Background: an optimization exercise with open tools, aiming at small area. Do not read the settings as production practice. Only simulation tests tie the RTL to the original design; equivalence was not proved. Power figures rest on the tool's default switching activity, not on a simulated workload.

## mesi_system
module mesi_system (
   input  logic                         clk,
   input  logic                         rst_n,
   input  logic                         p0_cyc,
   input  logic                         p0_stb,
   input  logic                         p0_we,
   input  logic [mesi_pkg::ADDR_W-1:0]  p0_adr,
   input  logic [mesi_pkg::DATA_W-1:0]  p0_dat_w,
   output logic [mesi_pkg::DATA_W-1:0]  p0_dat_r,
   output logic                         p0_ack,
   input  logic                         p1_cyc,
   input  logic                         p1_stb,
   input  logic                         p1_we,
   input  logic [mesi_pkg::ADDR_W-1:0]  p1_adr,
   input  logic [mesi_pkg::DATA_W-1:0]  p1_dat_w,
   output logic [mesi_pkg::DATA_W-1:0]  p1_dat_r,
   output logic                         p1_ack
);
clock: 7.0 ns
lec_check: 0
cap_margin: 20
core_margin: 2
core_utilization: 60
cts_buf_list: sky130_fd_sc_hd__clkbuf_8
cts_cluster_diameter: 60
cts_cluster_size: 16
place_density: 0.7
slew_margin: 20
synth_hierarchical: 1
run.sh (not shown) runs the stock make flow with config.mk's settings and CLKGATE_MAP_FILE= SYNTH_SCRIPT=/design/flow/synth_recipe.tcl, a recipe that flattens the netlist after the stock synthesis.
Next try:
==> flow/flow/run.sh (new file) <==
#!/bin/bash
# Standard layout with two changes: the port buffers use the smallest
# buffer cell, and clock tree synthesis uses clkbuf_8 in clusters of up to
# 16 sinks, without dummy loads.
set -euo pipefail
cd "$(dirname "$0")/.."
export BUFFER_PORTS_ARGS="-buffer_cell sky130_fd_sc_hd__buf_1"
export CTS_ARGS="-sink_clustering_enable -repair_clock_nets -buf_list sky130_fd_sc_hd__clkbuf_8 -sink_clustering_size 16 -sink_clustering_max_diameter 60 -dont_use_dummy_load"
bash standard.sh > standard.log 2>&1
==> flow/standard.sh (new file) <==
#!/bin/bash
# synth_recipe.tcl (not shown) runs the flow's synth.tcl, then flattens the netlist and writes it again
# the make line also repeats each setting of config.mk as NAME=value (left out here)
make -C /OpenROAD-flow-scripts/flow DESIGN_CONFIG=/design/flow/config.mk WORK_HOME=/design/flow/orfs CLKGATE_MAP_FILE= SYNTH_SCRIPT=/design/flow/synth_recipe.tcl "${@:-finish}"
--- a/flow/config.mk
+++ b/flow/config.mk
@@ -11,3 +10,0 @@
-export CTS_BUF_LIST = sky130_fd_sc_hd__clkbuf_8
-export CTS_CLUSTER_DIAMETER = 60
-export CTS_CLUSTER_SIZE = 16
removed: flow/run.sh
Effect:
- via count increases slightly
- routed wire length hardly moves
- clock power decreases by a little under a tenth
- final cell count decreases slightly
- cell area decreases by a few percent
- count of clock-buffer cells in the layout decreases by 3
- utilization decreases by 1.8 points
- setup slack improved by 0.38 ns
- sequential share of layout area increases by 2.0 points

========
mesi_system, a different RTL version from the one above (not shown whole).
Size in the first run: roughly 2700 cells after synthesis, roughly 150 I/O pins.
clock: 7.0 ns
lec_check: 0
cap_margin: 20
core_margin: 2
core_utilization: 70
place_density: 0.8
slew_margin: 20
synth_hierarchical: 1
standard.sh (not shown) runs the stock make flow with config.mk's settings and CLKGATE_MAP_FILE= SYNTH_SCRIPT=/design/flow/synth_recipe.tcl, a recipe that flattens the netlist after the stock synthesis.
==> flow/flow/run.sh <==
#!/bin/bash
# Standard layout with two changes: the port buffers use the smallest
# buffer cell, and clock tree synthesis uses clkbuf_8 in clusters of up to
# 20 sinks, without dummy loads.
set -euo pipefail
cd "$(dirname "$0")/.."
export BUFFER_PORTS_ARGS="-buffer_cell sky130_fd_sc_hd__buf_1"
export CTS_ARGS="-sink_clustering_enable -repair_clock_nets -buf_list sky130_fd_sc_hd__clkbuf_8 -sink_clustering_size 20 -sink_clustering_max_diameter 60 -dont_use_dummy_load"
bash standard.sh > standard.log 2>&1
Edit:
==> flow/flow/run.sh (replaced) <==
#!/bin/bash
# Standard layout with two changes: the port buffers use the smallest
# buffer cell, and clock tree synthesis uses clkbuf_8 in clusters of up to
# 16 sinks, without dummy loads.
set -euo pipefail
cd "$(dirname "$0")/.."
export BUFFER_PORTS_ARGS="-buffer_cell sky130_fd_sc_hd__buf_1"
export CTS_ARGS="-sink_clustering_enable -repair_clock_nets -buf_list sky130_fd_sc_hd__clkbuf_8 -sink_clustering_size 16 -sink_clustering_max_diameter 60 -dont_use_dummy_load"
bash standard.sh > standard.log 2>&1
Cell count grows by 0.37%. Setup slack degrades by 7.9 ps. Die area is unchanged. Clock skew increases by 14 ps. Fmax stays flat. Design area came out higher by 0.52%. Synthesized area stays the same. First-iteration DRC count came out lower by 3.1%. Total power rose by 1.7%.
Edit:
- CORE_UTILIZATION: 70 -> 60
- PLACE_DENSITY: 0.8 -> 0.7
=> Worst setup slack improves by 110 ps; utilization goes down by 10 points; clock power barely changes; count of clock-buffer cells in the layout is unchanged; final area goes up by 0.76%; power goes up by 0.39%; hold slack degrades by 3.1 ps; cell count goes up by 2.9%.

========
The RTL this note starts from:
==> flow/design.v <==
`default_nettype none
package mesi_pkg;
   localparam int DATA_W    = 32;             
   localparam int ADDR_W    = 5;              
   localparam int MEM_WORDS = 32;             
   localparam int NUM_LINES = 4;              
   localparam int INDEX_W   = 2;              
   localparam int TAG_W     = 3;              
   typedef enum logic [1:0] {
      ST_I = 2'b00,                           
      ST_E = 2'b01,                           
      ST_S = 2'b10,                           
      ST_M = 2'b11                            
   } mesi_state_t;
endpackage
`default_nettype wire
`timescale 1ns/1ps
`default_nettype none
module mesi_rd3 (
   input  logic [2:0] d,                      
   input  logic [2:0] s,                      
   output logic       y_n                     
);
   assign y_n = ~|(d & s);
endmodule
`default_nettype wire
`default_nettype none
module mesi_wkeep (
   input  logic hold,                         
   input  logic q,                            
   output logic y_n                           
);
   assign y_n = ~(hold & q);
endmodule
module mesi_wmux (
   input  logic wen_n,                        
   input  logic din_n,                        
   input  logic keep_n,                       
   output logic y
);
   assign y = ~((wen_n | din_n) & keep_n);endmodule
`default_nettype wire
`timescale 1ns/1ps
`default_nettype none
module mesi_system (
   input  logic                         clk,
   input  logic                         rst_n,
   input  logic                         p0_cyc,
   input  logic                         p0_stb,
   input  logic                         p0_we,
   input  logic [mesi_pkg::ADDR_W-1:0]  p0_adr,
   input  logic [mesi_pkg::DATA_W-1:0]  p0_dat_w,
   output logic [mesi_pkg::DATA_W-1:0]  p0_dat_r,
   output logic                         p0_ack,
   input  logic                         p1_cyc,
   input  logic                         p1_stb,
   input  logic                         p1_we,
   input  logic [mesi_pkg::ADDR_W-1:0]  p1_adr,
   input  logic [mesi_pkg::DATA_W-1:0]  p1_dat_w,
   output logic [mesi_pkg::DATA_W-1:0]  p1_dat_r,
   output logic                         p1_ack
);
   localparam int DW = mesi_pkg::DATA_W;
   localparam int AW = mesi_pkg::ADDR_W;
   localparam int NW = mesi_pkg::MEM_WORDS;
   localparam int NL = mesi_pkg::NUM_LINES;
   localparam int IW = mesi_pkg::INDEX_W;
   localparam int TW = mesi_pkg::TAG_W;
   localparam int NR = NW / 3;                
   localparam int NP = NW - 3 * NR;           
   localparam logic [2:0] C_IDLE   = 3'd0;
   localparam logic [2:0] C_ACK    = 3'd1;
   localparam logic [2:0] C_LOOKUP = 3'd7;
   logic [2:0]              cnt;
   logic                    post;             
   logic                    port;             
   logic                    last_port;        
   logic [AW-1:0]           adr;              
   logic [NR-1:0][2:0][DW-1:0] ring3;         
   logic [NP-1:0][DW-1:0]      ring2;         
   logic [2:0]              ph3;              
   logic                    ph2;              
   logic [1:0]              clr_q;            
   logic [NL-1:0][TW-1:0]   tag0, tag1;       
   logic [NL-1:0][1:0]      st0,  st1;        
   logic                    req0, req1, grant;
   logic                    idle, lookup;
   logic                    psel;             
   logic                    we;
   logic [AW-1:0]           wadr;             
   logic [DW-1:0]           din;
   logic [IW-1:0]           idx;
   logic [TW-1:0]           tg;
   logic                    hit0, hit1;
   logic [1:0]              own_st;
   logic                    own_hit, oth_hit;
   logic                    wb;
   logic [2:0]              k;
   logic                    own_upd, oth_upd;
   logic [1:0]              own_new, oth_new;
   logic                    wr_now;           
   logic [NR:0]             rdec_w, rdec_r;   
   logic [2:0]              off_w,  off_r;    
   logic [2:0]              m3_w,   m3_r;     
   logic [1:0]              m2_w,   m2_r;     
   logic                    keep;             
   logic [NR-1:0]           wen3;
   logic                    wen2;
   logic [NR-1:0][2:1]      sel3;             
   logic                    sel2;             
   logic                    use_cp;           
   logic [DW-1:0]           rd_cp;            
   logic [DW-1:0]           rd;
   assign req0   = p0_cyc & p0_stb;
   assign req1   = p1_cyc & p1_stb;
   assign grant  = (req0 & req1) ? ~last_port : req1;   
   assign idle   = (cnt == C_IDLE);
   assign lookup = (cnt == C_LOOKUP);
   assign psel = idle ? grant : port;
   assign we   = psel ? p1_we    : p0_we;
   assign din  = psel ? p1_dat_w : p0_dat_w;
   assign wadr = idle ? (grant ? p1_adr : p0_adr) : adr;
   assign idx = adr[IW-1:0];
   assign tg  = adr[AW-1:IW];
   assign hit0    = (st0[idx] != mesi_pkg::ST_I) && (tag0[idx] == tg);
   assign hit1    = (st1[idx] != mesi_pkg::ST_I) && (tag1[idx] == tg);
   assign own_st  = port ? st1[idx] : st0[idx];
   assign own_hit = port ? hit1 : hit0;
   assign oth_hit = port ? hit0 : hit1;
   assign wb      = ~own_hit && (own_st == mesi_pkg::ST_M);   
   always_comb
   begin
      if (own_hit)
         k = (we && own_st == mesi_pkg::ST_S) ? 3'd2 : 3'd1;
      else if (wb)
         k = (we || oth_hit) ? 3'd3 : 3'd4;
      else
         k = (we || oth_hit) ? 3'd2 : 3'd3;
   end
   assign own_upd = we | ~own_hit;
   assign own_new = we ? mesi_pkg::ST_M : (oth_hit ? mesi_pkg::ST_S : mesi_pkg::ST_E);
   assign oth_upd = oth_hit & (we | ~own_hit);
   assign oth_new = we ? mesi_pkg::ST_I : mesi_pkg::ST_S;
   always_ff @(posedge clk)
   begin
      if (!rst_n)
      begin
         cnt       <= C_IDLE;
         post      <= 1'b0;
         last_port <= 1'b0;                   
         ph3       <= 3'b001;
         ph2       <= 1'b0;
         st0       <= '0;
         st1       <= '0;
      end
      else
      begin
         case (cnt)
            C_IDLE:
               if (req0 | req1)
               begin
                  cnt       <= C_LOOKUP;
                  last_port <= grant;
               end
            C_LOOKUP:
               cnt <= k;
            3'd4:    cnt <= 3'd3;
            3'd3:    cnt <= 3'd2;
            3'd2:    cnt <= 3'd1;
            default: cnt <= C_IDLE;
         endcase
         post <= lookup;
         ph3  <= {ph3[1:0], ph3[2]};
         ph2  <= ~ph2;
         if (lookup)
         begin
            if (own_upd)
            begin
               if (port) st1[idx] <= own_new;
               else      st0[idx] <= own_new;
            end
            if (oth_upd)
            begin
               if (port) st0[idx] <= oth_new;
               else      st1[idx] <= oth_new;
            end
         end
      end
   end
   always_ff @(posedge clk)
   begin
      port <= psel;                           
      adr  <= wadr;                           
      if (lookup && own_upd)
      begin
         if (port) tag1[idx] <= tg;
         else      tag0[idx] <= tg;
      end
   end
   function automatic logic [NR+3:0] place(input logic [AW-1:0] a);
      place = '0;                               
      for (int w = 0; w < NW; w++)
         if (a == w)
         begin
            place[3 + w / 3] = 1'b1;
            place[w % 3]     = 1'b1;
         end
   endfunction
   function automatic logic [2:0] slot3(input logic [2:0] of, input logic [2:0] ph);
      for (int s = 0; s < 3; s++)
         slot3[s] = (of[0] & ph[s]) | (of[1] & ph[(s + 2) % 3]) | (of[2] & ph[(s + 1) % 3]);
   endfunction
   assign {rdec_w, off_w} = place(wadr);
   assign {rdec_r, off_r} = place(adr);
   assign m3_w  = slot3(off_w, ph3);
   assign m3_r  = slot3(off_r, ph3);
   assign m2_w  = {off_w[0] ^ ph2, off_w[0] ~^ ph2};
   assign m2_r  = {off_r[0] ^ ph2, off_r[0] ~^ ph2};
   assign wr_now = rst_n & we & ((idle & (req0 | req1)) | lookup | post);
   always_ff @(posedge clk)
   begin
      clr_q <= {clr_q[0], ~rst_n};
   end
   assign keep = rst_n & ~|clr_q;
   always_comb
   begin
      for (int r = 0; r < NR; r++)
      begin
         wen3[r]    = wr_now & rdec_w[r] & m3_w[2];
         sel3[r][1] = rdec_r[r] & m3_r[1];
         sel3[r][2] = rdec_r[r] & m3_r[2];
      end
      wen2   = wr_now & rdec_w[NR] & m2_w[1];
      sel2   = rdec_r[NR] & m2_r[1];
      use_cp = rdec_r[NR] ? m2_r[0] : m3_r[0];
   end
   logic [NR-1:0][DW-1:0]   nxt3;
   logic [DW-1:0]           nxt2;
   for (genvar b = 0; b < DW; b++)
   begin : g_wr
      for (genvar r = 0; r < NR; r++)
      begin : g_ring
         logic keep_n;
         mesi_wkeep u_wkeep (
            .hold  (~wen3[r] & keep),
            .q     (ring3[r][2][b]),
            .y_n   (keep_n)
         );
         mesi_wmux u_wmux (
            .wen_n  (~wen3[r]),
            .din_n  (~din[b]),
            .keep_n (keep_n),
            .y      (nxt3[r][b])
         );
      end
      logic keep2_n;
      mesi_wkeep u_wkeep2 (
         .hold  (~wen2 & keep),
         .q     (ring2[1][b]),
         .y_n   (keep2_n)
      );
      mesi_wmux u_wmux2 (
         .wen_n  (~wen2),
         .din_n  (~din[b]),
         .keep_n (keep2_n),
         .y      (nxt2[b])
      );
   end
   always_ff @(posedge clk)
   begin
      for (int r = 0; r < NR; r++)
      begin
         ring3[r][0] <= nxt3[r];
         ring3[r][1] <= ring3[r][0];
         ring3[r][2] <= ring3[r][1];
      end
      ring2[0] <= nxt2;
      ring2[1] <= ring2[0];
   end
   localparam int NT = 2 * NR + 1;            
   localparam int NG = NT / 3;                
   logic [NT-1:0]           tsel;
   logic [DW-1:0][NT-1:0]   tdat;
   logic [DW-1:0][NG-1:0]   grp_n;
   always_comb
   begin
      for (int r = 0; r < NR; r++)
      begin
         tsel[2*r]     = sel3[r][1];
         tsel[2*r + 1] = sel3[r][2];
      end
      tsel[NT-1] = sel2;
      for (int b = 0; b < DW; b++)
      begin
         for (int r = 0; r < NR; r++)
         begin
            tdat[b][2*r]     = ring3[r][1][b];
            tdat[b][2*r + 1] = ring3[r][2][b];
         end
         tdat[b][NT-1] = ring2[1][b];
      end
   end
   for (genvar b = 0; b < DW; b++)
   begin : g_rd
      for (genvar g = 0; g < NG; g++)
      begin : g_grp
         mesi_rd3 u_rd3 (
            .d   (tdat[b][3*g +: 3]),
            .s   (tsel[3*g +: 3]),
            .y_n (grp_n[b][g])
         );
      end
      assign rd[b] = ~&grp_n[b] | (use_cp & rd_cp[b]);
   end
   always_ff @(posedge clk)
   begin
      rd_cp <= rd;
   end
   assign p0_dat_r = rd;                      
   assign p1_dat_r = rd;
   assign p0_ack   = (cnt == C_ACK) & ~port;
   assign p1_ack   = (cnt == C_ACK) &  port;
endmodule
`default_nettype wire
export LEC_CHECK = 0
export CAP_MARGIN = 20
export CORE_MARGIN = 2
export CORE_UTILIZATION = 76
export PLACE_DENSITY = 0.86
export SLEW_MARGIN = 20
export SYNTH_HIERARCHICAL = 1
create_clock -name core_clock -period 7.0 [get_ports {clk}]
==> flow/flow/run.sh <==
#!/bin/bash
# Standard layout with two changes: the port buffers use the smallest
# buffer cell, and clock tree synthesis uses clkbuf_8 in clusters of up to
# 18 sinks, without dummy loads.
set -euo pipefail
cd "$(dirname "$0")/.."
export BUFFER_PORTS_ARGS="-buffer_cell sky130_fd_sc_hd__buf_1"
export CTS_ARGS="-sink_clustering_enable -repair_clock_nets -buf_list sky130_fd_sc_hd__clkbuf_8 -sink_clustering_size 18 -sink_clustering_max_diameter 60 -dont_use_dummy_load"
bash standard.sh > standard.log 2>&1
The first run went through all stages and came out clean.
Then changed:
--- a/flow/config.mk
+++ b/flow/config.mk
@@ -10,2 +10,2 @@
-export CORE_UTILIZATION = 76
-export PLACE_DENSITY = 0.86
+export CORE_UTILIZATION = 70
+export PLACE_DENSITY = 0.8
After rerunning: Hold slack improves by 0.016 ns. Sequential power is about the same. Wire length falls slightly. Combinational power decreases by a few percent. Via count goes down by a few percent. Power decreases slightly. Die area increases by a little under a tenth. Critical path depth does not change. Non-clock buffer count fell by 9.
Then changed:
--- a/flow/flow/run.sh
+++ b/flow/flow/run.sh
@@ -4 +4 @@
-# 18 sinks, without dummy loads.
+# 20 sinks, without dummy loads.
@@ -8 +8 @@
-export CTS_ARGS="-sink_clustering_enable -repair_clock_nets -buf_list sky130_fd_sc_hd__clkbuf_8 -sink_clustering_size 18 -sink_clustering_max_diameter 60 -dont_use_dummy_load"
+export CTS_ARGS="-sink_clustering_enable -repair_clock_nets -buf_list sky130_fd_sc_hd__clkbuf_8 -sink_clustering_size 20 -sink_clustering_max_diameter 60 -dont_use_dummy_load"
--- a/flow/config.mk
+++ b/flow/config.mk
@@ -10,2 +10,2 @@
-export CORE_UTILIZATION = 70
-export PLACE_DENSITY = 0.8
+export CORE_UTILIZATION = 76
+export PLACE_DENSITY = 0.86
Sequential share of layout area went up by 0.12 points. Non-clock buffer count grows by 7. Cell area is about the same. Setup slack gets worse by 0.13 ns. Utilization goes up by 6.1 points. Routed wire length increases slightly.

-- re-timing with driven ports --
In the flow no input, the clock included, has a driving cell. The finished layouts below were timed again as built, in two steps.
Step 1 (the two cells are an assumption about what drives the block):
set clk [get_ports {clk}]
set_driving_cell -lib_cell sky130_fd_sc_hd__clkbuf_16 $clk
set_driving_cell -lib_cell sky130_fd_sc_hd__buf_2 [delete_from_list [all_inputs] $clk]
Step 2 moves the port delays by t, midway between the first and last clock arrival at a register: inputs arrive t later, outputs are due t later. That takes back most of the time a late clock gives input paths.
Three values: no drivers, after step 1, after step 2; two values: the first two.
| run | t (ns) | setup slack, ns | worst register clock-pin slew, ns |
|---|---|---|---|
| the first run of note 1 | 0.760 | 0.532 / 0.472 / 1.232 | 0.11 / 0.11 |
| the second run of note 1 | 0.735 | 0.912 / 0.852 / 1.587 | 0.10 / 0.10 |
| the first run of note 2 | 0.718 | 0.323 / 0.266 / 0.984 | 0.12 / 0.12 |
| the second run of note 2 | 0.713 | 0.315 / 0.260 / 0.973 | 0.10 / 0.10 |
| the third run of note 2 | 0.722 | 0.425 / 0.367 / 1.089 | 0.10 / 0.10 |
| the first run of note 3 | 0.706 | 0.141 / 0.083 / 0.789 | 0.11 / 0.11 |
| the second run of note 3 | 0.731 | 0.335 / 0.280 / 1.010 | 0.11 / 0.11 |
| the third run of note 3 | 0.686 | 0.207 / 0.153 / 0.839 | 0.12 / 0.12 |
After both steps every run listed still meets setup and hold.
